What follows belongs to an exercise in optimizing a design on an open flow for small area and a short achievable clock period; a production flow would make more cautious choices. At most, simulation tests tie the RTL to the original design; equivalence was not proved. Function not checked in runs 5 to 7: the RTL went through the layout flow alone. No activity file was given, so power comes from the tool's default toggle rates.

[design.v]
module fifo_flags_top (
  input  logic        clk,
  input  logic        rst_n,
  input  logic        winc,
  input  logic [31:0] wdata,
  input  logic        wclr_err,
  output logic        wfull,
  output logic        walmost_full,
  output logic        woverflow,
  output logic [6:0]  wlevel,
  input  logic        rinc,
  input  logic        rclr_err,
  output logic [31:0] rdata,
  output logic        rempty,
  output logic        ralmost_empty,
  output logic        runderflow,
  output logic [6:0]  rlevel
);
  async_fifo_flags #(
    .WIDTH(32), .DEPTH(64), .SYNC_STAGES(2), .AF_LEVEL(60), .AE_LEVEL(4), .FWFT(0)
  ) u_fifo (
    .wclk(clk), .rclk(clk), .rst_n(rst_n),
    .winc(winc), .wdata(wdata), .wclr_err(wclr_err),
    .wfull(wfull), .walmost_full(walmost_full), .woverflow(woverflow), .wlevel(wlevel),
    .rinc(rinc), .rclr_err(rclr_err), .rdata(rdata), .rempty(rempty),
    .ralmost_empty(ralmost_empty), .runderflow(runderflow), .rlevel(rlevel)
  );
endmodule

package async_fifo_pkg;
  localparam int SYNC_STAGES_MIN = 2;
  localparam int SYNC_STAGES_MAX = 4;
  localparam int PTR_W_MAX       = 32;
  typedef logic [PTR_W_MAX-1:0] ptr_t;
  function automatic logic [PTR_W_MAX-1:0] bin2gray(input logic [PTR_W_MAX-1:0] b);
    bin2gray = b ^ (b >> 1);
  endfunction
  function automatic logic [PTR_W_MAX-1:0] gray2bin(input logic [PTR_W_MAX-1:0] gray);
    logic [PTR_W_MAX-1:0] bin;
    bin = gray;
    for (int i = 1; i < PTR_W_MAX; i++) begin
      bin = bin ^ (gray >> i);
    end
    gray2bin = bin;
  endfunction
endpackage
module gray_ptr_sync #(
  parameter int WIDTH  = 7,
  parameter int STAGES = 2
) (
  input  logic             clk,
  input  logic             rst_n,
  input  logic [WIDTH-1:0] gray_in,
  output logic [WIDTH-1:0] gray_out
);
  logic [STAGES-1:0][WIDTH-1:0] sync_q;
  logic [STAGES-1:0][WIDTH-1:0] sync_d;
  always_comb begin
    sync_d = {sync_q[STAGES-2:0], gray_in};
  end
  always_ff @(posedge clk or negedge rst_n) begin
    if (!rst_n) begin
      sync_q <= '0;
    end else begin
      sync_q <= sync_d;
    end
  end
  assign gray_out = sync_q[STAGES-1];
endmodule
module async_fifo_flags
#(
  parameter int WIDTH       = 32,
  parameter int DEPTH       = 64,
  parameter int SYNC_STAGES = 2,
  parameter int AF_LEVEL    = DEPTH - 4,
  parameter int AE_LEVEL    = 4,
  parameter int FWFT        = 0,
  localparam int ADDR_W     = $clog2(DEPTH)
) (
  input  logic              wclk,
  input  logic              rclk,
  input  logic              rst_n,
  input  logic              winc,
  input  logic [WIDTH-1:0]  wdata,
  input  logic              wclr_err,
  output logic              wfull,
  output logic              walmost_full,
  output logic              woverflow,
  output logic [ADDR_W:0]   wlevel,
  input  logic              rinc,
  input  logic              rclr_err,
  output logic [WIDTH-1:0]  rdata,
  output logic              rempty,
  output logic              ralmost_empty,
  output logic              runderflow,
  output logic [ADDR_W:0]   rlevel
);
  localparam int PTR_W  = ADDR_W + 1;
  localparam int SYNC_N = (SYNC_STAGES < async_fifo_pkg::SYNC_STAGES_MIN) ? async_fifo_pkg::SYNC_STAGES_MIN :
                          (SYNC_STAGES > async_fifo_pkg::SYNC_STAGES_MAX) ? async_fifo_pkg::SYNC_STAGES_MAX : SYNC_STAGES;
  localparam int LAG    = SYNC_N + 1;
  localparam int LO_W   = ADDR_W / 2;
  localparam int HI_W   = ADDR_W - LO_W;
  localparam int LO_N   = 1 << LO_W;
  localparam int HI_N   = 1 << HI_W;
  localparam int LO_COPIES = (HI_N >= 4) ? 4 : HI_N;
  logic [1:0] wrst_q, rrst_q;
  logic       wrst_n, rrst_n;
  always_ff @(posedge wclk or negedge rst_n) begin
    if (!rst_n) wrst_q <= 2'b00;
    else        wrst_q <= {wrst_q[0], 1'b1};
  end
  always_ff @(posedge rclk or negedge rst_n) begin
    if (!rst_n) rrst_q <= 2'b00;
    else        rrst_q <= {rrst_q[0], 1'b1};
  end
  assign wrst_n = wrst_q[1];
  assign rrst_n = rrst_q[1];
  logic [WIDTH-1:0] mem [DEPTH];
  logic [ADDR_W-1:0] wptr_q;
  logic [PTR_W-1:0]  wlevel_q, wbase, wbase_p1, wlevel_d;
  logic              wfull_q, wfull_d, waf_q, waf_d, wovf_q, wovf_d, w_accept;
  logic [LAG-1:0]    racc_hist_q;    
  logic              r_accept;
  always_comb begin
    w_accept = winc && !wfull_q;
    wbase    = wlevel_q - PTR_W'(racc_hist_q[LAG-1]);
    wbase_p1 = wbase + PTR_W'(1);
    wlevel_d = w_accept ? wbase_p1 : wbase;
    wfull_d  = w_accept ? (wbase_p1 == PTR_W'(DEPTH))    : (wbase == PTR_W'(DEPTH));
    waf_d    = w_accept ? (wbase_p1 >= PTR_W'(AF_LEVEL)) : (wbase >= PTR_W'(AF_LEVEL));
    wovf_d   = (winc && wfull_q) ? 1'b1 : (wclr_err ? 1'b0 : wovf_q);
  end
  always_ff @(posedge wclk or negedge wrst_n) begin
    if (!wrst_n) begin
      wptr_q      <= '0;
      wlevel_q    <= '0;
      wfull_q     <= 1'b0;
      waf_q       <= 1'b0;
      wovf_q      <= 1'b0;
      racc_hist_q <= '0;
    end else begin
      wptr_q      <= wptr_q + ADDR_W'(w_accept);
      wlevel_q    <= wlevel_d;
      wfull_q     <= wfull_d;
      waf_q       <= waf_d;
      wovf_q      <= wovf_d;
      racc_hist_q <= {racc_hist_q[LAG-2:0], r_accept};
    end
  end
  always_ff @(posedge wclk) begin
    if (w_accept) mem[wptr_q] <= wdata;
  end
  logic [LO_N-1:0]  rlo_q [LO_COPIES];  
  logic [HI_N-1:0]  rhi_q;           
  logic [PTR_W-1:0] rlevel_q, rbase, rbase_m1, rlevel_d;
  logic             rempty_q, rempty_d, rae_q, rae_d, runf_q, runf_d;
  logic [LAG-1:0]   wacc_hist_q;     
  always_comb begin
    r_accept = rinc && !rempty_q;
    rbase    = rlevel_q + PTR_W'(wacc_hist_q[LAG-1]);
    rbase_m1 = rbase - PTR_W'(1);
    rlevel_d = r_accept ? rbase_m1 : rbase;
    rempty_d = r_accept ? (rbase_m1 == '0)                : (rbase == '0);
    rae_d    = r_accept ? (rbase_m1 <= PTR_W'(AE_LEVEL))  : (rbase <= PTR_W'(AE_LEVEL));
    runf_d   = (rinc && rempty_q) ? 1'b1 : (rclr_err ? 1'b0 : runf_q);
  end
  always_ff @(posedge rclk or negedge rrst_n) begin
    if (!rrst_n) begin
      for (int c = 0; c < LO_COPIES; c++) rlo_q[c] <= LO_N'(1);
      rhi_q       <= HI_N'(1);
      rlevel_q    <= '0;
      rempty_q    <= 1'b1;
      rae_q       <= 1'b1;
      runf_q      <= 1'b0;
      wacc_hist_q <= '0;
    end else begin
      if (r_accept) begin
        for (int c = 0; c < LO_COPIES; c++) rlo_q[c] <= {rlo_q[c][LO_N-2:0], rlo_q[c][LO_N-1]};
        if (rlo_q[0][LO_N-1]) rhi_q <= {rhi_q[HI_N-2:0], rhi_q[HI_N-1]};
      end
      rlevel_q    <= rlevel_d;
      rempty_q    <= rempty_d;
      rae_q       <= rae_d;
      runf_q      <= runf_d;
      wacc_hist_q <= {wacc_hist_q[LAG-2:0], w_accept};
    end
  end
  logic [WIDTH-1:0] grp_word [HI_N];
  logic [WIDTH-1:0] head_word;
  always_comb begin
    for (int g = 0; g < HI_N; g++) begin
      grp_word[g] = '0;
      for (int j = 0; j < LO_N; j++) begin
        grp_word[g] = grp_word[g] | (mem[g*LO_N + j] & {WIDTH{rlo_q[g * LO_COPIES / HI_N][j]}});
      end
    end
    head_word = '0;
    for (int g = 0; g < HI_N; g++) begin
      head_word = head_word | (grp_word[g] & {WIDTH{rhi_q[g]}});
    end
  end
  generate
    if (FWFT != 0) begin : g_fwft
      assign rdata = rempty_q ? '0 : head_word;
    end else begin : g_reg
      logic [WIDTH-1:0] rdata_q;
      always_ff @(posedge rclk or negedge rrst_n) begin
        if (!rrst_n)       rdata_q <= '0;
        else if (r_accept) rdata_q <= head_word;
      end
      assign rdata = rdata_q;
    end
  endgenerate
  assign wfull         = wfull_q;
  assign walmost_full  = waf_q;
  assign woverflow     = wovf_q;
  assign wlevel        = wlevel_q;
  assign rempty        = rempty_q;
  assign ralmost_empty = rae_q;
  assign runderflow    = runf_q;
  assign rlevel        = rlevel_q;
endmodule
[run.sh]
#!/bin/bash
# synth_recipe.tcl (not shown) runs the flow's synth.tcl, then flattens the netlist and writes it again
# the make line also repeats each setting of config.mk as NAME=value (left out here)
make -C /OpenROAD-flow-scripts/flow DESIGN_CONFIG=/design/flow/config.mk WORK_HOME=/design/flow/orfs CLKGATE_MAP_FILE= SYNTH_SCRIPT=/design/flow/synth_recipe.tcl finish
[config.mk]
export PLATFORM = sky130hd
export DESIGN_NAME = fifo_flags_top
export DESIGN_NICKNAME = fifo_flags_top
export VERILOG_FILES = /design/flow/design.v
export SDC_FILE = /design/flow/constraint.sdc
export NUM_CORES = 4
export LEC_CHECK = 0
export CAP_MARGIN = 20
export CORE_MARGIN = 2
export CORE_UTILIZATION = 60
export CTS_CLUSTER_DIAMETER = 100
export CTS_CLUSTER_SIZE = 30
export PLACE_DENSITY = 0.62
export SETUP_SLACK_MARGIN = 1.8
export SLEW_MARGIN = 20
[constraint.sdc]
create_clock -name core_clock -period 4.0 [get_ports {clk}]
set_input_delay 0.8000 -clock core_clock [delete_from_list [all_inputs] [get_ports {clk}]]
set_output_delay 0.8000 -clock core_clock [all_outputs]
set_load 0.01 [all_outputs]
==> impl_metrics.py, run 1 <==
metrics = {
    "synthesis": {
        "seq_area_frac_synth": 0.8229,
        "ys_seq_elements": 2154,
        "netlist_top_cells_area": "edfxtp_1 (79%), a22oi_1 (11%), dfrtp_1 (3.2%)",
        "synth_ff_type": "edfxtp_1",
        "syn_area_per_cell_um2": 18.25,
        "synth_area_um2": 77970,
        "synth_async_sr_flop_share": 0.04921,
        "synth_edf_count": 2048,
        "synth_top_cell_area_share": 0.7888,
        "syn-num-nets": 4320,
        "synth.distinct_cells": 58,
        "yosysWarnings": 3,
        "syn_inst": 4272,
        "yosys.area.top_type": "edfxtp_1",
    },
    "global_route": {
        "antenna_found_initial": 11,
        "grt_pass1_wl_mm": 330.2,
        "grt_max_degree": 88,
        "grt_overflow": 0,
        "track_usage": 0.3588,
        "grt_pass1_vias": 42090,
    },
    "cts": {
        "clock_sinks": 2154,
        "cts_max_path_buffers": 3,
        "cts.clk_slew.worst_paths_ns": 0.11,
        "cts_hold_buffers": 0,
        "cts_tree": "built",
        "cts_root_buffer": "clkbuf_16",
        "cts_made_buffers": 81,
        "clock_latency_ns": 0.73,
        "cts_max_level": 3,
    },
    "layout": {
        "layout_commonest_cell": "edfxtp_1",
        "fin_area_um2": 89830,
        "fin_cells": 6460,
        "area_growth_pct": 15.22,
        "drive_gt1_frac": 0.2214,
        "final_cell_mix": "edfxtp_1 (2,048), a22oi_1 (961), buf_4 (294)",
        "num-fill-cells": 8290,
        "nets": 4697,
    },
    "flow_run": {
        "maxCapViolCount": 0,
    },
    "sta": {
        "worst_clock_skew_ns": 0.03456,
        "fmax_mhz": 396.6,
        "setup_viol": 0,
        "finalSetupTns_ns": 0,
        "layout_setup_ws_ns": 1.479,
        "whs_ns": 0.2220,
        "period_minus_slack_ns": 2.521,
        "timing.final.hold_violations": 0,
        "tightest_slew_ns": 1.119,
        "drv_slew": 0,
        "rsz0062_at_grt": "true",
        "period_share": 0.6304,
        "maxSlewHeadroom": 0.2542,
    },
    "drt": {
        "dr.first_iter.drc_count": 7686,
        "drc": 0,
        "wl_per_cell_um": 37.36,
        "finalWirelength_mm": 241.3,
        "first_pass_iters": 6,
        "route.vias.total": 45960,
        "postRouteAntennaNets": 0,
        "avgViaCountPerCell": 7.114,
    },
    "placed_design": {
        "hpwl_mm": 137.0,
        "place_ws_ns": 0.6573,
        "placed_cells": 6047,
        "numPortBuffers": 89,
        "place_area_um2": 82730,
        "gp_congestion": 1.013,
    },
    "critical_path": {
        "crit_fanout": 5,
        "cp_common_cell": "buf_4",
        "path_delay_family": "compound AO/OA/AOI/OAI gates",
        "setup.worst_path.class": "register to register",
        "required_ns": 4.63,
        "critPathMaxStageDelay_ns": 0.58,
        "crit_path_start_kind": "register",
        "crit_chain": "buf_4 -> buf_4 -> a22oi_1 -> nand4_1 -> a22oi_2 -> a41oi_2 -> a21o_1",
        "cp.buffers_inverters": 2,
        "end_kind": "register",
        "slowest_stage": "a22oi_2",
        "worstPathArrival_ns": 3.15,
    },
    "pwr": {
        "ir_worst_vdd_v": 0.0004027,
        "powerDensity_nw_per_um2": 443.4,
        "p_leak_nw": 27.77,
    },
    "die": {
        "die-area_um2": 132800,
        "rows": 132,
        "start_util": 0.6029,
        "coreArea_um2": 129300,
        "die_w_um": 364.5,
        "io_pins": 90,
        "dieHeight_um": 364.5,
    },
    "hold_path": {
        "worstHoldPathType": "primary input to asynchronous set/reset pin",
    },
    "run_status": {
        "outcome": "no timing/DRC/antenna violations",
    },
}
[cell usage after synthesis, drive strengths merged (5+ instances only)]
| cell | n |
|---|---|
| dfrtp | 99 |
| xor2 | 8 |
| o21ai | 7 |
| ha | 10 |
| mux2 | 9 |
| clkbuf | 253 |
| nand2b | 5 |
| nand3 | 13 |
| xnor2 | 18 |
| nand4 | 260 |
| a41oi | 33 |
| a21o | 33 |
| nor2 | 80 |
| inv | 18 |
| nand2 | 116 |
| buf | 34 |
| edfxtp | 2048 |
| dfstp | 7 |
| a22oi | 1152 |
[routing by layer]
metal	vias to the layer above	share of wire	track usage
met5	-	0.00018	0
met4	8	0.031	0.09966
met3	288	0.12	0.08387
met2	2922	0.46	0.5449
met1	24150	0.39	0.5293
li1	18590	-	-
[power breakdown]
part	switching (W)	internal (W)	total (W)
sequential	0.000350	0.0255	0.0259
combinational	0.00224	0.00102	0.00327
clock	0.00650	0.00417	0.0107
[through the flow]
| stage | util | total power, W |
|---|---|---|
| 5_1_grt | 0.6946 | 0.04084 |
| 4_1_cts | 0.6829 | 0.03976 |
| 2_1_floorplan | - | 0.02772 |
| 6_report | 0.6947 | 0.03983 |
| 3_5_place_dp | 0.6397 | 0.02928 |
| 3_3_place_gp | 0.6395 | 0.02922 |
[area by class of cell]
type                       count  area [um2]  area share
antenna                        2       5.005  0.00005571
clock buffer                 147        2370     0.02638
clock inverter                 3       47.55   0.0005293
inverter                      18       77.57   0.0008635
multi-input combinational   1813       14570      0.1621
sequential                  2154       64310      0.7159
tap                         1742        2180     0.02426
timing repair buffer         581        6275     0.06985
[timing repair]
action	4_1_cts	5_1_grt
pin swaps	138	136
setup buffers	185	61
resized for setup	454	227
endpoints found under the setup margin	1825	936
cloned	7	8
[state kept, by name (all words and copies together) (netlist names)]
name and cells:
u_fifo.g_reg.rdata_q 32, u_fifo.wacc_hist_q 3, u_fifo.wrst_q 1, u_fifo.rae_q 1, u_fifo.rlevel_q 7, u_fifo.waf_q 1
u_fifo.racc_hist_q 3, u_fifo.rempty_q 1, u_fifo.runf_q 1, u_fifo.wfull_q 1, u_fifo.rlo_q 32, u_fifo.rhi_q 8
u_fifo.wptr_q 6, u_fifo.wovf_q 1, u_fifo.mem 2048, u_fifo.rrst_q 1, u_fifo.wlevel_q 7
[kinds of logic (layout without fill, tap and decap cells)]
logic type | Yosys count | count (layout) | synth area share
flops | 2154 | 2154 | 0.8229
compound gates | 1252 | 1252 | 0.1208
buf+inv | 305 | 749 | 0.01473
fa+ha+maj | 10 | 10 | 0.001605
mux | 13 | 13 | 0.001813
xor+xnor | 26 | 26 | 0.003017
simple gates | 511 | 511 | 0.03505
other cells | 1 | 3 | 0.00004810
[final timing paths]
path | from | endpoint | slack [ns] | cells past startpoint
worst max-delay path | u_fifo.rlo_q[2][1]$_DFFE_PN0P_ | u_fifo.g_reg.rdata_q[0]$_DFFE_PN0P_ | 1.48 | 7
worst min-delay path | rst_n | u_fifo.rrst_q[1]$_DFF_PN0_ | 0.22 | 1
worst max register to register | u_fifo.rlo_q[2][1]$_DFFE_PN0P_ | u_fifo.g_reg.rdata_q[0]$_DFFE_PN0P_ | 1.48 | 7
worst min register to register | u_fifo.wrst_q[0]$_DFF_PN0_ | u_fifo.rrst_q[1]$_DFF_PN0_ | 0.35 | 0
max in group asynchronous | u_fifo.rrst_q[1]$_DFF_PN0_ | u_fifo.rlo_q[0][6]$_DFFE_PN0P_ | 2.59 | 1
min in group core_clock | u_fifo.wrst_q[0]$_DFF_PN0_ | u_fifo.rrst_q[1]$_DFF_PN0_ | 0.35 | 0
==> run 2: changes to the inputs <==
--- a/design.v
+++ b/design.v
@@ -103,7 +103,7 @@
   localparam int HI_W   = ADDR_W - LO_W;
   localparam int LO_N   = 1 << LO_W;
   localparam int HI_N   = 1 << HI_W;
-  localparam int LO_COPIES = (HI_N >= 4) ? 4 : HI_N;
+  localparam int LO_COPIES = HI_N;
   logic [1:0] wrst_q, rrst_q;
   logic       wrst_n, rrst_n;
   always_ff @(posedge wclk or negedge rst_n) begin
--- a/config.mk
+++ b/config.mk
@@ -9,7 +9,7 @@
 export CORE_MARGIN = 2
 export CORE_UTILIZATION = 60
 export CTS_CLUSTER_DIAMETER = 100
-export CTS_CLUSTER_SIZE = 30
-export PLACE_DENSITY = 0.62
-export SETUP_SLACK_MARGIN = 1.8
+export CTS_CLUSTER_SIZE = 28
+export PLACE_DENSITY = 0.7
+export SETUP_SLACK_MARGIN = 1.62
 export SLEW_MARGIN = 20
==> impl_metrics.py, run 2 <==
metrics = {
    "synthesis": {
        "netlist_top_cells_count": "edfxtp_1 (2,048), a22oi_1 (1,152), clkbuf_1 (314)",
        "syn_area_per_cell_um2": 17.86,
        "synth_ff_type": "edfxtp_1",
        "synth_edf_count": 2048,
        "netlist_top_cells_area": "edfxtp_1 (78%), a22oi_1 (11%), dfrtp_1 (4.0%)",
        "synth_area_um2": 79280,
        "yosys.area.top_type": "edfxtp_1",
        "synth.distinct_cells": 59,
        "synth.most_common_cell": "edfxtp_1",
        "synth_top_cell_area_share": 0.7757,
        "seq_area_frac_synth": 0.8194,
        "ys_seq_elements": 2186,
        "yosysWarnings": 3,
        "synth_async_sr_flop_share": 0.06313,
        "syn-num-nets": 4487,
        "syn_inst": 4439,
    },
    "critical_path": {
        "critPathMaxStageDelay_ns": 0.73,
        "slowest_stage": "or3_2",
        "worstPathArrival_ns": 2.79,
        "crit_fanout": 32,
        "cp.buffers_inverters": 1,
        "end_kind": "register",
        "crit_chain": "or3_2 -> nor2_4 -> buf_4",
        "crit_path_start_kind": "register",
        "path_delay_family": "simple AND/OR/NAND/NOR gates",
        "required_ns": 4.38,
        "setup.worst_path.class": "register to register",
    },
    "layout": {
        "regMostFlops": "u_fifo.mem",
        "finish.utilization": 0.6610,
        "seq_area_um2": 65100,
        "final_cell_mix": "edfxtp_1 (2,048), a22oi_1 (1,096), nand4_1 (260)",
        "largest_reg_flops": 2048,
        "fin_area_um2": 86780,
        "nets": 4574,
        "area_growth_pct": 9.461,
        "drive_gt1_frac": 0.1341,
        "reg_top3": "u_fifo.mem x2048, u_fifo.rlo_q x64, u_fifo.g_reg.rdata_q x32",
        "layout_commonest_cell": "edfxtp_1",
        "multi_input_area_um2": 13970,
        "num-fill-cells": 8659,
    },
    "global_route": {
        "grt_max_degree": 105,
        "grt_overflow": 0,
        "antenna_found_initial": 20,
        "grt_pass1_wl_mm": 310.6,
        "grt_pass1_vias": 42460,
        "track_usage": 0.3226,
    },
    "sta": {
        "timing.final.hold_violations": 0,
        "setup_viol": 0,
        "period_share": 0.6035,
        "tightest_slew_ns": 1.181,
        "finalSetupTns_ns": 0,
        "period_minus_slack_ns": 2.414,
        "drv_slew": 0,
        "fmax_mhz": 414.2,
        "worst_clock_skew_ns": 0.04568,
        "maxSlewHeadroom": 0.2127,
        "rsz0062_at_grt": "true",
    },
    "drt": {
        "drc": 0,
        "dr.first_iter.drc_count": 7301,
        "finalWirelength_mm": 220.0,
        "avgViaCountPerCell": 7.091,
        "first_pass_iters": 8,
        "postRouteAntennaNets": 0,
        "route.vias.total": 45080,
        "wl_per_cell_um": 34.60,
    },
    "die": {
        "die-area_um2": 135100,
        "coreArea_um2": 131300,
        "dieHeight_um": 367.5,
        "io_pins": 90,
        "rows": 133,
        "die_w_um": 367.5,
        "start_util": 0.6038,
    },
    "cts": {
        "cts_tree": "built",
        "cts.clk_slew.worst_paths_ns": 0.11,
        "clock_latency_ns": 0.75,
        "cts_max_path_buffers": 3,
        "cts_root_buffer": "clkbuf_16",
        "cts_made_buffers": 88,
        "cts_max_level": 3,
        "clock_sinks": 2186,
    },
    "placed_design": {
        "place_area_um2": 83040,
        "numPortBuffers": 89,
        "gp_congestion": 0.9330,
        "hpwl_mm": 129.7,
    },
    "hold_path": {
        "worstHoldPathType": "primary input to asynchronous set/reset pin",
    },
    "run_status": {
        "outcome": "no timing/DRC/antenna violations",
    },
    "pwr": {
        "total_power_w": 0.04036,
        "ir_worst_vdd_v": 0.0003757,
        "p_leak_nw": 26.68,
        "powerDensity_nw_per_um2": 465.0,
    },
    "flow_run": {
        "maxCapViolCount": 0,
    },
}
run 2: cell count changes after synthesis, sizes merged:
cell and delta:
nand2 +96, dfstp +4, clkbuf +61, buf -22, dfrtp +28
run 2: cells by family (layout without fill, tap and decap cells):
group	count (synthesis)	after routing	share of synthesized area
other cells	1	3	0.00004730
flops	2186	2186	0.8194
buf+inv	344	506	0.01633
mux	13	13	0.001783
simple gates	607	607	0.03901
xor+xnor	26	26	0.002967
compound gates	1252	1252	0.1188
fa+ha+maj	10	10	0.001578
run 2: layer usage:
metal / global-route usage / part of all wire / vias up
met2: 0.4737 / 0.45 / 2976
met3: 0.08930 / 0.13 / 364
met4: 0.1309 / 0.044 / 14
met5: 0 / 0.00040 / -
li1: - / - / 18460
met1: 0.4626 / 0.38 / 23270
run 2: metrics by stage:
stage	instances	worst slack (ns)	hold WS, ns
after global placement	6138	0.6455	0.3330
after detailed placement	6138	0.6627	0.3381
after global routing	6356	1.530	0.1996
after CTS	6327	1.447	0.1688
after floorplan	4439	0.9102	0.3311
final	6358	1.586	0.2173
run 2: cell type report:
class                           count  area share
Antenna cell                        2  0.00005767
Clock buffer                      158     0.02914
Clock inverter                      7   0.0006632
Inverter                           18   0.0008506
Multi-Input combinational cell   1909      0.1610
Sequential cell                  2186      0.7502
Tap cell                         1755     0.02530
Timing Repair Buffer              323     0.03283
run 2: where the power goes:
| group | total, W | internal [W] | switching, W | leakage [nW] |
|---|---|---|---|---|
| Combinational | 0.00315 | 0.000932 | 0.00221 | 5.32 |
| Clock | 0.0110 | 0.00438 | 0.00660 | 1.23 |
| Sequential | 0.0262 | 0.0259 | 0.000356 | 20.1 |
run 2: what timing repair did:
action                                  in CTS  in global routing
setup buffers                               24                 29
resized for setup                          192                100
hold buffers                                 0                  0
endpoints found under the setup margin     547               1034
endpoints found under the hold margin        0                  0
pin swaps                                   15                 29
run 2: path summary, 6_finish.rpt:
kind | start | endpoint | slack (ns) | depth (start not counted)
hold / removal | rst_n | u_fifo.rrst_q[1]$_DFF_PN0_ | 0.22 | 1
hold reg to reg | u_fifo.rrst_q[1]$_DFF_PN0_ | u_fifo.rlo_q[1][7]$_DFFE_PN0P_ | 0.36 | 0
setup reg to reg | u_fifo.wptr_q[5]$_DFF_PN0_ | u_fifo.mem[5][7]$_DFFE_PP_ | 1.59 | 3
max in group asynchronous | u_fifo.rrst_q[1]$_DFF_PN0_ | u_fifo.rlo_q[2][0]$_DFFE_PN1P_ | 2.77 | 1
setup / recovery | u_fifo.wptr_q[5]$_DFF_PN0_ | u_fifo.mem[5][7]$_DFFE_PP_ | 1.59 | 3
min in group core_clock | u_fifo.racc_hist_q[1]$_DFF_PN0_ | u_fifo.racc_hist_q[2]$_DFF_PN0_ | 0.36 | 0
run 2: worst register-to-register path: stages, from the launching register on:
cell and delay (ns):
dfrtp_1 0.64, or3_2 0.73, nor2_4 0.14, buf_4 0.50
==> run 3: changes to the inputs <==
==> flow/run.sh (new file) <==
#!/bin/bash
set -euo pipefail
bash standard.sh BUFFER_PORTS_ARGS="-buffer_cell sky130_fd_sc_hd__buf_4" finish > standard_flow.log 2>&1
==> standard.sh (new file) <==
#!/bin/bash
# synth_recipe.tcl (not shown) runs the flow's synth.tcl, then flattens the netlist and writes it again
# the make line also repeats each setting of config.mk as NAME=value (left out here)
make -C /OpenROAD-flow-scripts/flow DESIGN_CONFIG=/design/flow/config.mk WORK_HOME=/design/flow/orfs CLKGATE_MAP_FILE= SYNTH_SCRIPT=/design/flow/synth_recipe.tcl "${@:-finish}"
--- a/config.mk
+++ b/config.mk
@@ -9,7 +9,7 @@
 export CORE_MARGIN = 2
 export CORE_UTILIZATION = 60
 export CTS_CLUSTER_DIAMETER = 100
-export CTS_CLUSTER_SIZE = 28
+export CTS_CLUSTER_SIZE = 30
 export PLACE_DENSITY = 0.7
-export SETUP_SLACK_MARGIN = 1.62
+export SETUP_SLACK_MARGIN = 1.75
 export SLEW_MARGIN = 20
removed: run.sh
==> impl_metrics.py, run 3 <==
metrics = {
    "run_status": {
        "outcome": "no timing/DRC/antenna violations",
    },
    "synthesis": {
        "syn_area_per_cell_um2": 17.86,
        "yosysWarnings": 3,
        "yosys.area.top_type": "edfxtp_1",
        "synth_area_um2": 79280,
        "synth.most_common_cell": "edfxtp_1",
        "synth_top_cell_area_share": 0.7757,
        "synth-xor-area-share": 0.002967,
        "synth_top_family_by_area": "compound AO/OA/AOI/OAI gates",
        "seq_area_frac_synth": 0.8194,
        "synth_async_sr_flop_share": 0.06313,
        "synth.distinct_cells": 59,
        "syn_inst": 4439,
        "yosys.area_share.simple": 0.03901,
        "synthMuxAreaShare": 0.001783,
        "ys_seq_elements": 2186,
        "synth-compound-area-share": 0.1188,
        "netlist_top_cells_area": "edfxtp_1 (78%), a22oi_1 (11%), dfrtp_1 (4.0%)",
        "synth_ff_type": "edfxtp_1",
        "syn-num-nets": 4487,
        "synth_fa_ha_area_frac": 0.001578,
        "netlist_top_cells_count": "edfxtp_1 (2,048), a22oi_1 (1,152), clkbuf_1 (314)",
        "synth_edf_count": 2048,
    },
    "drt": {
        "drc": 0,
        "dr.first_iter.drc_count": 7264,
        "m1WireLength_mm": 84.02,
        "routed-wl-met3_mm": 29.21,
        "first_pass_iters": 6,
        "postRouteAntennaNets": 0,
        "wl_per_cell_um": 34.89,
        "finalWirelength_mm": 223.4,
        "wl_met2_mm": 100.6,
        "route.vias.total": 45470,
        "avgViaCountPerCell": 7.102,
        "routed.top_layer": "met5",
    },
    "cts": {
        "cts_root_buffer": "clkbuf_16",
        "clock_sinks": 2186,
        "cts_tree": "built",
        "cts_max_level": 3,
        "cts_max_path_buffers": 3,
        "clock_latency_ns": 0.72,
        "cts_made_buffers": 83,
        "cts.clk_slew.worst_paths_ns": 0.12,
    },
    "layout": {
        "final_cell_mix": "edfxtp_1 (2,048), a22oi_1 (1,062), buf_4 (296)",
        "layout_commonest_cell": "edfxtp_1",
        "nets": 4625,
        "reg_top3": "u_fifo.mem x2048, u_fifo.rlo_q x64, u_fifo.g_reg.rdata_q x32",
        "area_growth_pct": 10.43,
        "seq_area_um2": 65190,
        "num-fill-cells": 8524,
        "regMostFlops": "u_fifo.mem",
        "multi_input_area_um2": 14210,
        "finish.utilization": 0.6668,
        "largest_reg_flops": 2048,
        "drive_gt1_frac": 0.1670,
    },
    "critical_path": {
        "crit_fanout": 19,
        "r2r_slack_ns": 1.61,
        "required_ns": 4.61,
        "worstPathArrival_ns": 3.00,
        "end_kind": "register",
        "setup.worst_path.class": "register to register",
        "crit_path_start_kind": "register",
    },
    "sta": {
        "drv_slew": 0,
        "rsz0062_at_grt": "true",
        "tightest_slew_ns": 1.260,
        "fmax_mhz": 418.6,
        "setup_viol": 0,
        "finalSetupTns_ns": 0,
        "period_share": 0.5973,
        "period_minus_slack_ns": 2.389,
        "maxSlewHeadroom": 0.1601,
        "layout_setup_ws_ns": 1.611,
        "worst_clock_skew_ns": 0.04171,
        "timing.final.hold_violations": 0,
    },
    "hold_path": {
        "worstHoldPathType": "primary input to register",
    },
    "die": {
        "die-area_um2": 135100,
        "die_w_um": 367.5,
        "coreArea_um2": 131300,
        "start_util": 0.6038,
        "rows": 133,
        "dieHeight_um": 367.5,
        "io_pins": 90,
    },
    "pwr": {
        "seqPwrFrac": 0.654,
        "pwr-share-comb": 0.077,
        "ir_worst_vdd_v": 0.0003234,
        "p_leak_nw": 27.00,
        "switchingPower_w": 0.009108,
        "intPower_w": 0.03110,
        "netSwitchingFraction": 0.2265,
        "p_clk_frac": 0.269,
        "total_power_w": 0.04020,
        "powerDensity_nw_per_um2": 459.2,
    },
    "placed_design": {
        "place_ws_ns": 1.059,
        "numPortBuffers": 89,
        "hpwl_mm": 125.9,
        "gp_congestion": 0.9334,
    },
    "global_route": {
        "grt_overflow": 0,
        "antenna_found_initial": 12,
        "grt_max_degree": 113,
        "track_usage": 0.3239,
        "grt_pass1_vias": 42330,
        "grt_pass1_wl_mm": 312.1,
    },
    "flow_run": {
        "maxCapViolCount": 0,
    },
}
[run 3: changes by cell type in the layout (fill, tap and decap cells not counted), moves of 24 or more]
cell,before,now
clkdlybuf4s15_1,27,0
a22oi_1,1096,1062
buf_4,189,296
buf_2,24,0
a22oi_2,56,90
[run 3: final cells by class]
cell class | count | area share
Antenna cell | 1 | 0.00002858
Clock buffer | 152 | 0.02814
Clock inverter | 3 | 0.0004716
Inverter | 18 | 0.0008718
Multi-Input combinational cell | 1910 | 0.1623
Sequential cell | 2186 | 0.7446
Tap cell | 1755 | 0.02508
Timing Repair Buffer | 378 | 0.03849
[run 3: kinds of logic (layout without fill, tap and decap cells)]
family,after synthesis,count (layout)
adders and majority gates,10,10
and+or+nand+nor,607,608
xor gates and xnor gates,26,26
DFF,2186,2186
AOI/OAI and AO/OA,1252,1252
muxes,13,13
other,1,2
buffers and inverters,344,551
[run 3: timing repair]
action	CTS	global route
endpoints found under the hold margin	2	0
setup buffers	60	66
endpoints found under the setup margin	1649	697
resized for setup	223	93
hold buffers	1	0
pin swaps	39	63
gates cloned	1	0
[run 3: path summary, 6_finish.rpt]
path | from | end | cells after the start
setup reg to reg | u_fifo.rlo_q[3][7]$_DFFE_PN0P_ | u_fifo.g_reg.rdata_q[3]$_DFFE_PN0P_ | 6
hold reg to reg | u_fifo.racc_hist_q[1]$_DFF_PN0_ | u_fifo.racc_hist_q[2]$_DFF_PN0_ | 0
setup / recovery | u_fifo.rlo_q[3][7]$_DFFE_PN0P_ | u_fifo.g_reg.rdata_q[3]$_DFFE_PN0P_ | 6
hold / removal | rclr_err | u_fifo.runf_q$_DFFE_PN0P_ | 2
max in group asynchronous | u_fifo.rrst_q[1]$_DFF_PN0_ | u_fifo.rlo_q[3][7]$_DFFE_PN0P_ | 1
min in group asynchronous | rst_n | u_fifo.rrst_q[1]$_DFF_PN0_ | 2
[run 3: layer usage]
metal / GRT usage / vias to the layer above
met5: 0 / -
met2: 0.4773 / 3130
li1: - / 18560
met1: 0.4723 / 23410
met4: 0.1274 / 8
met3: 0.07960 / 364
[run 3: worst max-delay path, cell delays in order, from the launching register on]
cell and delay [ns]:
dfrtp_4 0.50, buf_4 0.24, a22oi_1 0.20, nand4_1 0.39
a22oi_2 0.52, a41oi_2 0.21, a21o_1 0.20
[run 3: power groups by stage]
stage / clock [W] / combinational (W) / sequential, W
after CTS: 0.0109 / 0.00286 / 0.0263
after detailed placement: 0 / 0.00258 / 0.0268
after global placement: 0 / 0.00252 / 0.0268
after floorplan: 0 / 0.00138 / 0.0266
final: 0.0108 / 0.00308 / 0.0263
after global routing: 0.0116 / 0.00326 / 0.0264
[run 3: through the flow]
step	hold WS [ns]	std cells	area [um2]
finish	0.2645	6403	87550
CTS	0.2363	6336	86560
detailed placement	0.3347	6119	82740
floorplan	0.3312	4439	79560
global placement	0.3340	6118	82730
global route	0.2736	6402	87550
==> run 4: changes to the inputs <==
==> run.sh (new file) <==
#!/bin/bash
# synth_recipe.tcl (not shown) runs the flow's synth.tcl, then flattens the netlist and writes it again
# the make line also repeats each setting of config.mk as NAME=value (left out here)
make -C /OpenROAD-flow-scripts/flow DESIGN_CONFIG=/design/flow/config.mk WORK_HOME=/design/flow/orfs CLKGATE_MAP_FILE= SYNTH_SCRIPT=/design/flow/synth_recipe.tcl finish
removed: flow/run.sh
removed: standard.sh
==> impl_metrics.py, run 4 <==
metrics = {
    "placed_design": {
        "gp_congestion": 0.9439,
        "numPortBuffers": 89,
        "place_ws_ns": 0.7638,
        "place_area_um2": 83350,
        "hpwl_mm": 132.8,
    },
    "global_route": {
        "grt.busiest_layer": "met2",
        "grt_overflow": 0,
        "antenna_found_initial": 12,
        "grt_pass1_vias": 42880,
        "gr-usage-met1": 0.4712,
        "grt_max_degree": 65,
        "grtUsageMet2": 0.4916,
        "track_usage": 0.3291,
        "grtUsageMet3": 0.08524,
        "grt_pass1_wl_mm": 315.2,
    },
    "layout": {
        "area_growth_pct": 11.73,
        "nets": 4718,
        "num-fill-cells": 8392,
        "regMostFlops": "u_fifo.mem",
        "largest_reg_flops": 2048,
        "layout_commonest_cell": "edfxtp_1",
        "multi_input_area_um2": 14430,
        "seq_area_um2": 65180,
        "drive_gt1_frac": 0.1857,
        "reg_top3": "u_fifo.mem x2048, u_fifo.rlo_q x64, u_fifo.g_reg.rdata_q x32",
        "final_cell_mix": "edfxtp_1 (2,048), a22oi_1 (1,040), buf_4 (272)",
        "fin_area_um2": 88580,
        "finish.utilization": 0.6747,
    },
    "synthesis": {
        "synth_top_cell_area_share": 0.7757,
        "netlist_top_cells_area": "edfxtp_1 (78%), a22oi_1 (11%), dfrtp_1 (4.0%)",
        "seq_area_frac_synth": 0.8194,
        "synth.most_common_cell": "edfxtp_1",
        "syn-num-nets": 4487,
        "ys_seq_elements": 2186,
        "yosysWarnings": 3,
        "synth_area_um2": 79280,
        "synth_ff_type": "edfxtp_1",
        "syn_area_per_cell_um2": 17.86,
        "synth.distinct_cells": 59,
        "syn_inst": 4439,
        "synth_async_sr_flop_share": 0.06313,
        "yosys.area.top_type": "edfxtp_1",
        "netlist_top_cells_count": "edfxtp_1 (2,048), a22oi_1 (1,152), clkbuf_1 (314)",
        "synth_edf_count": 2048,
    },
    "sta": {
        "worst_clock_skew_ns": 0.04237,
        "rsz0062_at_grt": "true",
        "maxSlewHeadroom": 0.2158,
        "timing.final.hold_violations": 0,
        "layout_setup_ws_ns": 1.697,
        "drv_slew": 0,
        "tightest_slew_ns": 1.176,
        "finalSetupTns_ns": 0,
        "fmax_mhz": 434.1,
        "period_minus_slack_ns": 2.303,
        "setup_viol": 0,
        "period_share": 0.5758,
    },
    "die": {
        "io_pins": 90,
        "start_util": 0.6038,
        "rows": 133,
        "die-area_um2": 135100,
        "die_w_um": 367.5,
        "dieHeight_um": 367.5,
        "coreArea_um2": 131300,
    },
    "drt": {
        "route.vias.total": 45870,
        "avgViaCountPerCell": 7.056,
        "postRouteAntennaNets": 0,
        "finalWirelength_mm": 226.4,
        "dr.first_iter.drc_count": 7461,
        "first_pass_iters": 6,
        "drc": 0,
        "wl_per_cell_um": 34.83,
    },
    "cts": {
        "cts_max_path_buffers": 3,
        "cts_hold_buffers": 0,
        "cts.clk_slew.worst_paths_ns": 0.11,
        "cts_tree": "built",
        "cts_max_level": 3,
        "cts_root_buffer": "clkbuf_16",
        "clock_sinks": 2186,
        "clock_latency_ns": 0.75,
        "cts_made_buffers": 83,
    },
    "critical_path": {
        "crit_fanout": 5,
        "r2r_slack_ns": 1.70,
        "r2r-start": "u_fifo.rlevel_q[0]$_DFF_PN0_",
        "timing.rr.end": "u_fifo.rempty_q$_DFF_PN1_",
        "worstPathArrival_ns": 2.94,
        "setup.worst_path.class": "register to register",
        "reg2reg_depth": 10,
        "required_ns": 4.64,
        "end_kind": "register",
        "crit_path_start_kind": "register",
    },
    "pwr": {
        "ir_worst_vdd_v": 0.0003940,
        "powerDensity_nw_per_um2": 455.5,
        "p_leak_nw": 27.51,
    },
    "hold_path": {
        "worstHoldPathType": "primary input to asynchronous set/reset pin",
    },
    "run_status": {
        "outcome": "no timing/DRC/antenna violations",
    },
    "flow_run": {
        "maxCapViolCount": 0,
    },
}
==> run 4: cell type report <==
class | instances | share of cell area
clock buffer | 149 | 0.02720
sequential | 2186 | 0.7358
inverter | 18 | 0.0008334
clock inverter | 4 | 0.0005226
tap | 1755 | 0.02479
multi-input combinational | 1910 | 0.1629
antenna | 7 | 0.0001978
timing repair buffer | 471 | 0.04774
==> run 4: worst max-delay path by stage <==
stage | start | endpoint | slack [ns] | cells past startpoint
after floorplan | winc | u_fifo.mem[15][0]$_DFFE_PP_ | 1.34 | 4
after global placement | winc | u_fifo.mem[48][24]$_DFFE_PP_ | 0.78 | 7
after detailed placement | winc | u_fifo.mem[48][10]$_DFFE_PP_ | 0.76 | 7
after CTS | u_fifo.rempty_q$_DFF_PN1_ | rempty | 1.61 | 1
after global routing | u_fifo.rlevel_q[0]$_DFF_PN0_ | u_fifo.rlevel_q[6]$_DFF_PN0_ | 1.62 | 10
final | u_fifo.rlevel_q[0]$_DFF_PN0_ | u_fifo.rempty_q$_DFF_PN1_ | 1.70 | 10
==> run 4: critical path: stages, from the launching register on <==
cell and delay, ns:
dfrtp_1 0.40, buf_4 0.14, ha_4 0.16, ha_4 0.22, inv_4 0.06, ha_4 0.14
or4b_4 0.47, o31ai_4 0.09, xnor2_2 0.17, nand4_1 0.15, o31ai_2 0.21
==> run 4: power by group <==
| group | switching [W] | internal (W) | total, W |
|---|---|---|---|
| logic | 0.00232 | 0.00105 | 0.00337 |
| clock network | 0.00657 | 0.00419 | 0.0108 |
| registers | 0.000346 | 0.0259 | 0.0262 |
| total | 0.00924 | 0.0311 | 0.0403 |
==> run 4: cells by family after synthesis <==
kind of cell,after synthesis,synth area share
muxes,13,0.001783
other,1,0.00004730
AOI/OAI and AO/OA,1252,0.1188
DFF,2186,0.8194
adders and majority gates,10,0.001578
xor gates and xnor gates,26,0.002967
and+or+nand+nor,607,0.03901
buffers and inverters,344,0.01633
==> run 4: metal layers <==
metal / routed length, um / share of wire
met5: 43 / 0.00019
met4: 10350 / 0.046
met3: 27610 / 0.12
met2: 103000 / 0.45
met1: 85390 / 0.38
==> run 4: repair_timing <==
item	in CTS	in global routing
gates cloned	1	0
resized for setup	414	129
buffers inserted	105	68
setup endpoints to repair	1698	923
pin swaps	49	83
==> run 4: stage by stage <==
stage / instances / total power [W] / hold WS (ns)
after floorplan: 4439 / 0.02801 / 0.3312
after global placement: 6165 / 0.02943 / 0.3321
after detailed placement: 6165 / 0.02952 / 0.3370
after CTS: 6424 / 0.04015 / 0.1670
after global routing: 6493 / 0.04132 / 0.1802
final: 6500 / 0.04034 / 0.2076
==> run 5: changes to the inputs <==
--- a/design.v
+++ b/design.v
@@ -192,7 +192,8 @@
     for (int g = 0; g < HI_N; g++) begin
       grp_word[g] = '0;
       for (int j = 0; j < LO_N; j++) begin
-        grp_word[g] = grp_word[g] | (mem[g*LO_N + j] & {WIDTH{rlo_q[g * LO_COPIES / HI_N][j]}});
+        for (int b = 0; b < WIDTH; b++)
+          grp_word[g][b] = grp_word[g][b] | (mem[g*LO_N + j][b] & rlo_q[b * LO_COPIES / WIDTH][j]);
       end
     end
     head_word = '0;
==> impl_metrics.py, run 5 <==
metrics = {
    "synthesis": {
        "netlist_top_cells_count": "edfxtp_1 (2,048), a22oi_1 (1,152), clkbuf_1 (312)",
        "syn_area_per_cell_um2": 17.91,
        "yosysWarnings": 3,
        "synth.distinct_cells": 59,
        "syn-num-nets": 4472,
        "seq_area_frac_synth": 0.8203,
        "synth.most_common_cell": "edfxtp_1",
        "synth_async_sr_flop_share": 0.06313,
        "syn_inst": 4423,
        "ys_seq_elements": 2186,
        "netlist_top_cells_area": "edfxtp_1 (78%), a22oi_1 (11%), dfrtp_1 (4.0%)",
        "yosys.area.top_type": "edfxtp_1",
        "synth_ff_type": "edfxtp_1",
        "synth_top_cell_area_share": 0.7765,
        "synth_edf_count": 2048,
        "synth_area_um2": 79200,
    },
    "hold_path": {
        "worstHoldPathType": "primary input to asynchronous set/reset pin",
    },
    "cts": {
        "cts_max_path_buffers": 3,
        "cts_max_level": 3,
        "cts_root_buffer": "clkbuf_16",
        "cts_hold_buffers": 0,
        "cts.clk_slew.worst_paths_ns": 0.11,
        "cts_tree": "built",
        "clock_latency_ns": 0.73,
        "cts_made_buffers": 83,
        "clock_sinks": 2186,
    },
    "global_route": {
        "grt_pass1_wl_mm": 327.1,
        "track_usage": 0.3421,
        "grt_overflow": 0,
        "grt_max_degree": 81,
        "antenna_found_initial": 0,
        "grt_pass1_vias": 44410,
    },
    "drt": {
        "drc": 0,
        "finalWirelength_mm": 234.6,
        "avgViaCountPerCell": 7.293,
        "postRouteAntennaNets": 0,
        "first_pass_iters": 9,
        "route.vias.total": 46740,
        "dr.first_iter.drc_count": 7499,
        "wl_per_cell_um": 36.61,
    },
    "critical_path": {
        "reg2reg_depth": 8,
        "end_kind": "register",
        "worstPathArrival_ns": 2.95,
        "crit_path_start_kind": "register",
        "setup.worst_path.class": "register to register",
        "required_ns": 4.57,
        "crit_fanout": 4,
    },
    "layout": {
        "drive_gt1_frac": 0.1438,
        "fin_cells": 6408,
        "final_cell_mix": "edfxtp_1 (2,048), a22oi_1 (1,120), nand4_1 (264)",
        "diodes": 0,
        "regMostFlops": "u_fifo.mem",
        "largest_reg_flops": 2048,
        "layout_commonest_cell": "edfxtp_1",
        "reg_top3": "u_fifo.mem x2048, u_fifo.rlo_q x64, u_fifo.g_reg.rdata_q x32",
        "area_growth_pct": 10.33,
        "nets": 4635,
    },
    "sta": {
        "setup_viol": 0,
        "tightest_slew_ns": 1.125,
        "worst_clock_skew_ns": 0.05241,
        "period_minus_slack_ns": 2.384,
        "drv_slew": 0,
        "timing.final.hold_violations": 0,
        "fmax_mhz": 419.4,
        "finalSetupTns_ns": 0,
        "maxSlewHeadroom": 0.2498,
        "period_share": 0.5960,
        "rsz0062_at_grt": "true",
    },
    "placed_design": {
        "gp_congestion": 0.9001,
        "hpwl_mm": 136.7,
        "numPortBuffers": 89,
        "placed_cells": 6185,
    },
    "pwr": {
        "p_leak_nw": 27.04,
        "powerDensity_nw_per_um2": 458.8,
        "ir_worst_vdd_v": 0.0004457,
    },
    "die": {
        "die-area_um2": 134900,
        "io_pins": 90,
        "rows": 133,
        "die_w_um": 367.3,
        "coreArea_um2": 131300,
        "start_util": 0.6032,
        "dieHeight_um": 367.3,
    },
    "run_status": {
        "outcome": "no timing/DRC/antenna violations",
    },
    "flow_run": {
        "maxCapViolCount": 0,
    },
}
run 5: cell count changes in the layout (fill, tap and decap cells not counted), sizes merged, moves of 5 or more:
cell,delta
clkdlybuf4s15,+19
clkdlybuf4s50,+13
a31oi,+5
dlygate4sd2,+9
nor3,+8
buf,-107
nand2,-5
diode,-7
run 5: cells by family after synthesis:
| group | after synthesis | share of synthesized area |
|---|---|---|
| AOI/OAI and AO/OA | 1245 | 0.1184 |
| xor gates and xnor gates | 24 | 0.002654 |
| adders and majority gates | 11 | 0.001738 |
| buffers and inverters | 339 | 0.01611 |
| DFF | 2186 | 0.8203 |
| muxes | 10 | 0.001390 |
| other | 1 | 0.00004735 |
| and+or+nand+nor | 607 | 0.03943 |
run 5: final cells by class:
cell class	count	area, um2
Multi-Input combinational cell	1898	13800
Clock buffer	147	2360
Tap cell	1755	2196
Timing Repair Buffer	403	3760
Sequential cell	2186	65150
Clock inverter	5	57.56
Inverter	14	61.31
Fill cell	8530	43910
run 5: final timing paths:
path / start / slack [ns] / to
worst min register to register: u_fifo.rrst_q[1]$_DFF_PN0_ / 0.31 / u_fifo.wfull_q$_DFF_PN0_
max in group asynchronous: u_fifo.rrst_q[1]$_DFF_PN0_ / 2.75 / u_fifo.rhi_q[0]$_DFFE_PN1P_
worst max register to register: u_fifo.wlevel_q[0]$_DFF_PN0_ / 1.62 / u_fifo.waf_q$_DFF_PN0_
min in group core_clock: u_fifo.rrst_q[0]$_DFF_PN0_ / 0.36 / u_fifo.rrst_q[1]$_DFF_PN0_
worst min-delay path: rst_n / 0.27 / u_fifo.rrst_q[1]$_DFF_PN0_
worst max-delay path: u_fifo.wlevel_q[0]$_DFF_PN0_ / 1.62 / u_fifo.waf_q$_DFF_PN0_
run 5: layer usage:
metal  GRT usage  wire length [um]  vias to the layer above
li1            -                 -                    18560
met1      0.4791             83550                    23920
met2      0.5378            110300                     3717
met3     0.06622             30090                      543
met4      0.1363             10630                        0
met5           0                 0                        -
run 5: metrics by stage:
| step | total power, W | hold slack, ns | cell area [um2] | util | setup slack (ns) |
|---|---|---|---|---|---|
| after detailed placement | 0.02942 | 0.3394 | 83800 | 0.6383 | 0.6506 |
| after CTS | 0.03981 | 0.2379 | 86820 | 0.6613 | 1.629 |
| after global routing | 0.04102 | 0.2601 | 87390 | 0.6656 | 1.546 |
| after floorplan | 0.02791 | 0.3312 | 79470 | - | 1.331 |
| after global placement | 0.02933 | 0.3355 | 83800 | 0.6383 | 0.7144 |
| final | 0.04009 | 0.2676 | 87390 | 0.6656 | 1.616 |
run 5: where the power goes:
part | internal [W] | total, W | switching, W | leakage, nW
Combinational | 0.000957 | 0.00317 | 0.00222 | 5.75
Sequential | 0.0259 | 0.0262 | 0.000359 | 20.1
Clock | 0.00411 | 0.0107 | 0.00659 | 1.15
run 5: timing repair:
| action | in CTS | in global routing |
|---|---|---|
| setup buffers | 33 | 37 |
| pin swaps | 16 | 24 |
| cloned | 1 | 0 |
| gates resized for setup | 225 | 53 |
| endpoints found under the setup margin | 1194 | 271 |
run 5: critical path, stage by stage (launching register included):
cell	delay [ns]
dfrtp_1	0.40
inv_2	0.07
ha_4	0.15
ha_4	0.16
or3b_4	0.40
or4_4	0.44
a221oi_2	0.25
a21oi_1	0.06
a211o_1	0.30
==> run 6: changes to the inputs <==
==> flow/run.sh (new file) <==
#!/bin/bash
set -euo pipefail
bash standard.sh BUFFER_PORTS_ARGS="-buffer_cell sky130_fd_sc_hd__buf_4" finish > standard_flow.log 2>&1
==> standard.sh (new file) <==
#!/bin/bash
# synth_recipe.tcl (not shown) runs the flow's synth.tcl, then flattens the netlist and writes it again
# the make line also repeats each setting of config.mk as NAME=value (left out here)
make -C /OpenROAD-flow-scripts/flow DESIGN_CONFIG=/design/flow/config.mk WORK_HOME=/design/flow/orfs CLKGATE_MAP_FILE= SYNTH_SCRIPT=/design/flow/synth_recipe.tcl "${@:-finish}"
removed: run.sh
==> impl_metrics.py, run 6 <==
metrics = {
    "global_route": {
        "track_usage": 0.3664,
        "grt_pass1_vias": 44780,
        "grt_max_degree": 137,
        "grt_pass1_wl_mm": 343.8,
        "antenna_found_initial": 13,
        "grt_overflow": 0,
    },
    "pwr": {
        "p_leak_nw": 27.83,
        "ir_worst_vdd_v": 0.0004387,
        "total_power_w": 0.04014,
        "powerDensity_nw_per_um2": 447.3,
    },
    "layout": {
        "nets": 4718,
        "reg_top3": "u_fifo.mem x2048, u_fifo.rlo_q x64, u_fifo.g_reg.rdata_q x32",
        "regMostFlops": "u_fifo.mem",
        "area_growth_pct": 13.32,
        "largest_reg_flops": 2048,
        "drive_gt1_frac": 0.1966,
        "fin_area_um2": 89750,
        "final_cell_mix": "edfxtp_1 (2,048), a22oi_1 (1,015), buf_4 (321)",
        "layout_commonest_cell": "edfxtp_1",
    },
    "critical_path": {
        "timing.rr.end": "u_fifo.g_reg.rdata_q[0]$_DFFE_PN0P_",
        "required_ns": 4.65,
        "r2r-start": "u_fifo.rlo_q[0][4]$_DFFE_PN0P_",
        "setup.worst_path.class": "register to register",
        "reg2reg_depth": 7,
        "crit_path_start_kind": "register",
        "crit_fanout": 7,
        "worstPathArrival_ns": 3.02,
        "r2r_slack_ns": 1.62,
        "end_kind": "register",
    },
    "cts": {
        "cts_max_path_buffers": 3,
        "clock_sinks": 2186,
        "cts_tree": "built",
        "clock_latency_ns": 0.78,
        "cts_root_buffer": "clkbuf_16",
        "cts_made_buffers": 83,
        "cts.clk_slew.worst_paths_ns": 0.11,
        "cts_max_level": 3,
    },
    "die": {
        "die-area_um2": 134900,
        "io_pins": 90,
        "die_w_um": 367.3,
        "dieHeight_um": 367.3,
        "coreArea_um2": 131300,
        "start_util": 0.6032,
        "rows": 133,
    },
    "drt": {
        "dr.first_iter.drc_count": 9477,
        "wl_per_cell_um": 39.38,
        "first_pass_iters": 6,
        "postRouteAntennaNets": 0,
        "route.vias.total": 48420,
        "drc": 0,
        "avgViaCountPerCell": 7.450,
        "finalWirelength_mm": 255.9,
    },
    "synthesis": {
        "yosys.area.top_type": "edfxtp_1",
        "synth-compound-area-share": 0.1184,
        "netlist_top_cells_count": "edfxtp_1 (2,048), a22oi_1 (1,152), clkbuf_1 (312)",
        "yosys.area_share.simple": 0.03943,
        "syn_area_per_cell_um2": 17.91,
        "syn_inst": 4423,
        "netlist_top_cells_area": "edfxtp_1 (78%), a22oi_1 (11%), dfrtp_1 (4.0%)",
        "synth.most_common_cell": "edfxtp_1",
        "synth_async_sr_flop_share": 0.06313,
        "seq_area_frac_synth": 0.8203,
        "synth.distinct_cells": 59,
        "ys_seq_elements": 2186,
        "synth_top_cell_area_share": 0.7765,
        "synthMuxAreaShare": 0.001390,
        "synth_top_family_by_area": "compound AO/OA/AOI/OAI gates",
        "synth_ff_type": "edfxtp_1",
        "synth_edf_count": 2048,
        "synth-xor-area-share": 0.002654,
        "synth_fa_ha_area_frac": 0.001738,
        "synth_area_um2": 79200,
        "yosysWarnings": 3,
        "syn-num-nets": 4472,
    },
    "sta": {
        "period_share": 0.5945,
        "drv_slew": 0,
        "worst_clock_skew_ns": 0.03613,
        "period_minus_slack_ns": 2.378,
        "maxSlewHeadroom": 0.2584,
        "tightest_slew_ns": 1.112,
        "fmax_mhz": 420.5,
        "finalSetupTns_ns": 0,
        "timing.final.hold_violations": 0,
        "setup_viol": 0,
        "rsz0062_at_grt": "true",
    },
    "hold_path": {
        "whs_endpoint": "u_fifo.runf_q$_DFFE_PN0P_",
        "hold_start": "rclr_err",
        "worstHoldPathType": "primary input to register",
        "worstHoldPathCells": 2,
    },
    "placed_design": {
        "gp_congestion": 0.9107,
        "hpwl_mm": 143.1,
        "numPortBuffers": 89,
        "place_area_um2": 83510,
    },
    "flow_run": {
        "maxCapViolCount": 0,
    },
    "run_status": {
        "outcome": "no timing/DRC/antenna violations",
    },
}
[run 6: final cells by class]
type,instances,area [um2]
repair buffers,486,5286
well taps,1755,2196
diodes,4,10.01
flip-flops and latches,2186,65200
fillers,8251,41550
inverters,14,61.31
clock buffers,148,2342
multi-input cells,1898,14560
clock inverters,8,96.34
[run 6: kinds of logic (layout without fill, tap and decap cells)]
kind of cell | count (synthesis) | count (layout)
XOR/XNOR | 24 | 24
AND/OR/NAND/NOR | 607 | 607
other | 1 | 5
AO/OA/AOI/OAI | 1245 | 1245
flip-flops | 2186 | 2186
multiplexers | 10 | 10
buffers and inverters | 339 | 656
adder cells (fa/ha/maj) | 11 | 11
[run 6: per-layer routing]
metal / part of all wire / global-route usage / vias up
met5: 0.00025 / 0 / -
met4: 0.040 / 0.1309 / 10
met3: 0.17 / 0.1173 / 572
met2: 0.45 / 0.5409 / 4477
met1: 0.34 / 0.5197 / 24630
li1: - / - / 18730
[run 6: worst max path at each step]
stage / start / endpoint / slack (ns)
final: u_fifo.rlo_q[0][4]$_DFFE_PN0P_ / u_fifo.g_reg.rdata_q[0]$_DFFE_PN0P_ / 1.62
after global placement: winc / u_fifo.mem[20][29]$_DFFE_PP_ / 0.84
after global routing: u_fifo.wlevel_q[0]$_DFF_PN0_ / u_fifo.waf_q$_DFF_PN0_ / 1.55
after floorplan: winc / u_fifo.mem[15][0]$_DFFE_PP_ / 1.33
after detailed placement: winc / u_fifo.mem[20][28]$_DFFE_PP_ / 0.86
after CTS: u_fifo.rlo_q[6][2]$_DFFE_PN0P_ / u_fifo.g_reg.rdata_q[26]$_DFFE_PN0P_ / 1.45
[run 6: report_power, final]
part	switching (W)	internal, W
registers	0.000411	0.0259
clock network	0.00672	0.00410
logic	0.00214	0.000908
[run 6: timing repair]
item | 4_1_cts | 5_1_grt
pin swaps | 56 | 125
hold buffers | 1 | 0
endpoints found under the hold margin | 2 | 0
cloned | 0 | 2
resized for setup | 181 | 193
setup endpoints to repair | 1712 | 902
buffers inserted | 98 | 76
[run 6: through the flow]
stage          worst slack, ns  instances    util  hold slack [ns]
6_report                 1.622       6499  0.6836           0.2325
5_1_grt                  1.555       6495  0.6835           0.2183
4_1_cts                  1.447       6417  0.6689           0.2021
3_5_place_dp            0.8628       6162  0.6360           0.3371
3_3_place_gp            0.8429       6162  0.6360           0.3337
2_1_floorplan            1.331       4423       -           0.3312
[run 6: critical path, stage by stage (launching register included)]
cell	delay, ns
dfrtp_4	0.56
buf_12	0.18
buf_4	0.19
a22oi_1	0.24
nand4_1	0.33
a22oi_1	0.33
a41oi_2	0.21
a21o_1	0.22
==> run 7: changes to the inputs <==
--- a/design.v
+++ b/design.v
@@ -103,7 +103,7 @@
   localparam int HI_W   = ADDR_W - LO_W;
   localparam int LO_N   = 1 << LO_W;
   localparam int HI_N   = 1 << HI_W;
-  localparam int LO_COPIES = HI_N;
+  localparam int LO_COPIES = 2 * HI_N;
   logic [1:0] wrst_q, rrst_q;
   logic       wrst_n, rrst_n;
   always_ff @(posedge wclk or negedge rst_n) begin
@@ -193,7 +193,7 @@
       grp_word[g] = '0;
       for (int j = 0; j < LO_N; j++) begin
         for (int b = 0; b < WIDTH; b++)
-          grp_word[g][b] = grp_word[g][b] | (mem[g*LO_N + j][b] & rlo_q[b * LO_COPIES / WIDTH][j]);
+          grp_word[g][b] = grp_word[g][b] | (mem[g*LO_N + j][b] & rlo_q[g * LO_COPIES / HI_N + (b * LO_COPIES / HI_N) / WIDTH][j]);
       end
     end
     head_word = '0;
==> impl_metrics.py, run 7 <==
metrics = {
    "sta": {
        "period_share": 0.6005,
        "period_minus_slack_ns": 2.402,
        "layout_setup_ws_ns": 1.598,
        "tightest_slew_ns": 1.191,
        "finalSetupTns_ns": 0,
        "rsz0062_at_grt": "true",
        "drv_slew": 0,
        "setup_viol": 0,
        "maxSlewHeadroom": 0.2059,
        "fmax_mhz": 416.3,
        "worst_clock_skew_ns": 0.02760,
        "timing.final.hold_violations": 0,
    },
    "die": {
        "rows": 135,
        "die_w_um": 372.7,
        "die-area_um2": 138900,
        "start_util": 0.6037,
        "dieHeight_um": 372.7,
        "io_pins": 90,
        "coreArea_um2": 135100,
    },
    "critical_path": {
        "end_kind": "register",
        "crit_fanout": 6,
        "worstPathArrival_ns": 2.96,
        "required_ns": 4.56,
        "critPathMaxStageDelay_ns": 0.55,
        "r2r_slack_ns": 1.60,
        "crit_chain": "buf_2 -> a22oi_1 -> nand4_1 -> a22o_1 -> a221oi_2 -> a31oi_1",
        "r2r-start": "u_fifo.rlo_q[7][6]$_DFFE_PN0P_",
        "reg2reg_depth": 6,
        "slowest_stage": "dfrtp_4",
        "path_delay_family": "compound AO/OA/AOI/OAI gates",
        "cp.buffers_inverters": 1,
        "crit_path_start_kind": "register",
        "setup.worst_path.class": "register to register",
        "timing.rr.end": "u_fifo.g_reg.rdata_q[21]$_DFFE_PN0P_",
    },
    "synthesis": {
        "synth_top_family_by_area": "compound AO/OA/AOI/OAI gates",
        "synth.most_common_cell": "edfxtp_1",
        "yosys.area_share.simple": 0.04791,
        "yosys.area.top_type": "edfxtp_1",
        "synth-compound-area-share": 0.1131,
        "syn_inst": 4701,
        "synth.distinct_cells": 53,
        "netlist_top_cells_count": "edfxtp_1 (2,048), a22oi_1 (1,024), nand2_1 (405)",
        "ys_seq_elements": 2250,
        "syn-num-nets": 4750,
        "synth-xor-area-share": 0.003129,
        "seq_area_frac_synth": 0.8161,
        "synth_fa_ha_area_frac": 0.001687,
        "synth_edf_count": 2048,
        "synth_ff_type": "edfxtp_1",
        "synthMuxAreaShare": 0.001488,
        "synth_top_cell_area_share": 0.7538,
        "netlist_top_cells_area": "edfxtp_1 (75%), a22oi_1 (9.4%), dfrtp_1 (5.6%)",
        "synth_area_um2": 81580,
        "synth_async_sr_flop_share": 0.08978,
        "yosysWarnings": 3,
        "syn_area_per_cell_um2": 17.35,
    },
    "global_route": {
        "grt_pass1_vias": 43550,
        "grt_pass1_wl_mm": 321.0,
        "grt_max_degree": 130,
        "grt_overflow": 0,
        "track_usage": 0.3230,
        "antenna_found_initial": 14,
    },
    "drt": {
        "avgViaCountPerCell": 7.051,
        "dr.first_iter.drc_count": 8096,
        "wl_per_cell_um": 34.53,
        "first_pass_iters": 9,
        "drc": 0,
        "finalWirelength_mm": 228.9,
        "postRouteAntennaNets": 0,
        "route.vias.total": 46740,
    },
    "cts": {
        "cts_made_buffers": 86,
        "cts.clk_slew.worst_paths_ns": 0.11,
        "cts_root_buffer": "clkbuf_16",
        "clock_sinks": 2250,
        "cts_tree": "built",
        "cts_max_level": 3,
        "cts_max_path_buffers": 3,
        "clock_latency_ns": 0.74,
    },
    "layout": {
        "nets": 4821,
        "fin_area_um2": 89470,
        "layout_commonest_cell": "edfxtp_1",
        "reg_top3": "u_fifo.mem x2048, u_fifo.rlo_q x128, u_fifo.g_reg.rdata_q x32",
        "regMostFlops": "u_fifo.mem",
        "finish.utilization": 0.6621,
        "drive_gt1_frac": 0.1485,
        "largest_reg_flops": 2048,
        "num-fill-cells": 8992,
        "area_growth_pct": 9.675,
        "final_cell_mix": "edfxtp_1 (2,048), a22oi_1 (1,019), nand2_1 (405)",
    },
    "pwr": {
        "p_clk_frac": 0.265,
        "total_power_w": 0.04168,
        "p_leak_nw": 28.09,
        "seqPwrFrac": 0.651,
        "switchingPower_w": 0.009679,
        "pwr-share-comb": 0.084,
        "ir_worst_vdd_v": 0.0005122,
        "intPower_w": 0.03200,
        "netSwitchingFraction": 0.2322,
        "powerDensity_nw_per_um2": 465.9,
    },
    "hold_path": {
        "worstHoldPathCells": 2,
        "worstHoldPathType": "primary input to register",
        "hold_start": "wclr_err",
        "whs_endpoint": "u_fifo.wovf_q$_DFFE_PN0P_",
    },
    "flow_run": {
        "maxCapViolCount": 0,
    },
    "placed_design": {
        "hpwl_mm": 131.8,
        "place_area_um2": 85200,
        "gp_congestion": 0.8849,
        "place_ws_ns": 0.6226,
        "numPortBuffers": 89,
    },
    "run_status": {
        "outcome": "no timing/DRC/antenna violations",
    },
}
[run 7: cell types whose count changed in the layout (fill, tap and decap cells not counted), sizes merged, moves of 29 or more]
cell,before,now
a21o,32,0
a221oi,1,64
a22o,1,64
a22oi,1152,1024
a31oi,5,35
a41oi,32,0
buf,479,324
dfrtp,127,183
nand2,207,405
nor2,76,105
[run 7: power by group through the flow]
stage                     combinational, W  sequential (W)  clock (W)
after floorplan                    0.00149          0.0274          0
after global placement             0.00292          0.0276          0
after detailed placement           0.00298          0.0277          0
after CTS                          0.00324          0.0271     0.0111
after global routing               0.00369          0.0272     0.0119
final                              0.00348          0.0271     0.0111
[run 7: what timing repair did]
| item | 4_1_cts | 5_1_grt |
|---|---|---|
| resized for setup | 153 | 105 |
| hold buffers | 1 | 0 |
| pin swaps | 23 | 37 |
| hold endpoints to repair | 2 | 0 |
| buffers inserted | 27 | 73 |
| setup endpoints to repair | 1802 | 328 |
[run 7: through the flow]
step | hold slack (ns) | instances
2_1_floorplan | 0.3312 | 4701
3_3_place_gp | 0.3317 | 6364
3_5_place_dp | 0.3347 | 6364
4_1_cts | 0.2111 | 6550
5_1_grt | 0.2341 | 6623
6_report | 0.2568 | 6629
[run 7: worst max-delay path by stage]
stage               slack, ns  depth (start not counted)                            start                              endpoint
global placement         0.61                          6                             winc           u_fifo.mem[22][0]$_DFFE_PP_
detailed placement       0.62                          6                             winc          u_fifo.mem[22][16]$_DFFE_PP_
global route             1.58                          6   u_fifo.rlo_q[7][6]$_DFFE_PN0P_  u_fifo.g_reg.rdata_q[21]$_DFFE_PN0P_
floorplan                1.02                          6                             winc           u_fifo.mem[10][0]$_DFFE_PP_
CTS                      1.70                          5  u_fifo.rlo_q[10][1]$_DFFE_PN0P_  u_fifo.g_reg.rdata_q[11]$_DFFE_PN0P_
finish                   1.60                          6   u_fifo.rlo_q[7][6]$_DFFE_PN0P_  u_fifo.g_reg.rdata_q[21]$_DFFE_PN0P_
[run 7: area by class of cell]
type | instances | area, um2 | area share
clock buffer | 153 | 2467 | 0.02758
multi-input combinational | 2095 | 14850 | 0.1659
clock inverter | 5 | 73.82 | 0.0008251
inverter | 10 | 47.55 | 0.0005314
sequential | 2250 | 66770 | 0.7462
tap | 1781 | 2228 | 0.02491
antenna | 6 | 15.01 | 0.0001678
timing repair buffer | 329 | 3030 | 0.03387
[run 7: layer usage]
metal / GRT usage / part of all wire
met5: 0 / 0.00018
met4: 0.1137 / 0.040
met3: 0.06585 / 0.12
met2: 0.4979 / 0.47
met1: 0.4657 / 0.38
[run 7: cell families (layout without fill, tap and decap cells)]
kind of cell,count (synthesis),after routing
AO/OA/AOI/OAI,1218,1218
XOR/XNOR,27,27
adder cells (fa/ha/maj),11,11
buffers and inverters,356,497
flip-flops,2250,2250
multiplexers,11,11
other,1,7
AND/OR/NAND/NOR,827,827

==> re-timing with driven ports <==
How much do the figures lean on ideal ports? The routed layouts below were timed once more, with nothing changed but the port constraints.
Step 1 sets driving cells, clkbuf_16 on the clock port and buf_2 on the other inputs (assumed; they add their load-dependent delay and slew).
Step 2 adds t to the input delays and takes it off the output delays; t is the mean of the earliest and latest rising clock arrival at the registers after step 1. Input paths then give back, and output paths get back, about the clock's delay inside the block.
Slacks: ideal ports / drivers / drivers and shift; pairs: ideal ports / drivers.
run | shift t [ns] | setup slack, ns | cell pins on the clock port's net
run 1 | 0.795 | 1.479 / 1.479 / 1.091 | 1
run 2 | 0.808 | 1.586 / 1.560 / 0.914 | 1
run 3 | 0.777 | 1.611 / 1.611 / 1.389 | 1
run 4 | 0.806 | 1.697 / 1.684 / 1.009 | 1
run 5 | 0.793 | 1.616 / 1.602 / 1.022 | 1
run 6 | 0.835 | 1.622 / 1.622 / 1.376 | 1
run 7 | 0.808 | 1.598 / 1.598 / 1.264 | 1
After both steps every run listed still meets setup and hold. For run 4, which loses most, drivers alone change the setup slack by -0.013 ns; drivers and shift together by -0.688 ns.
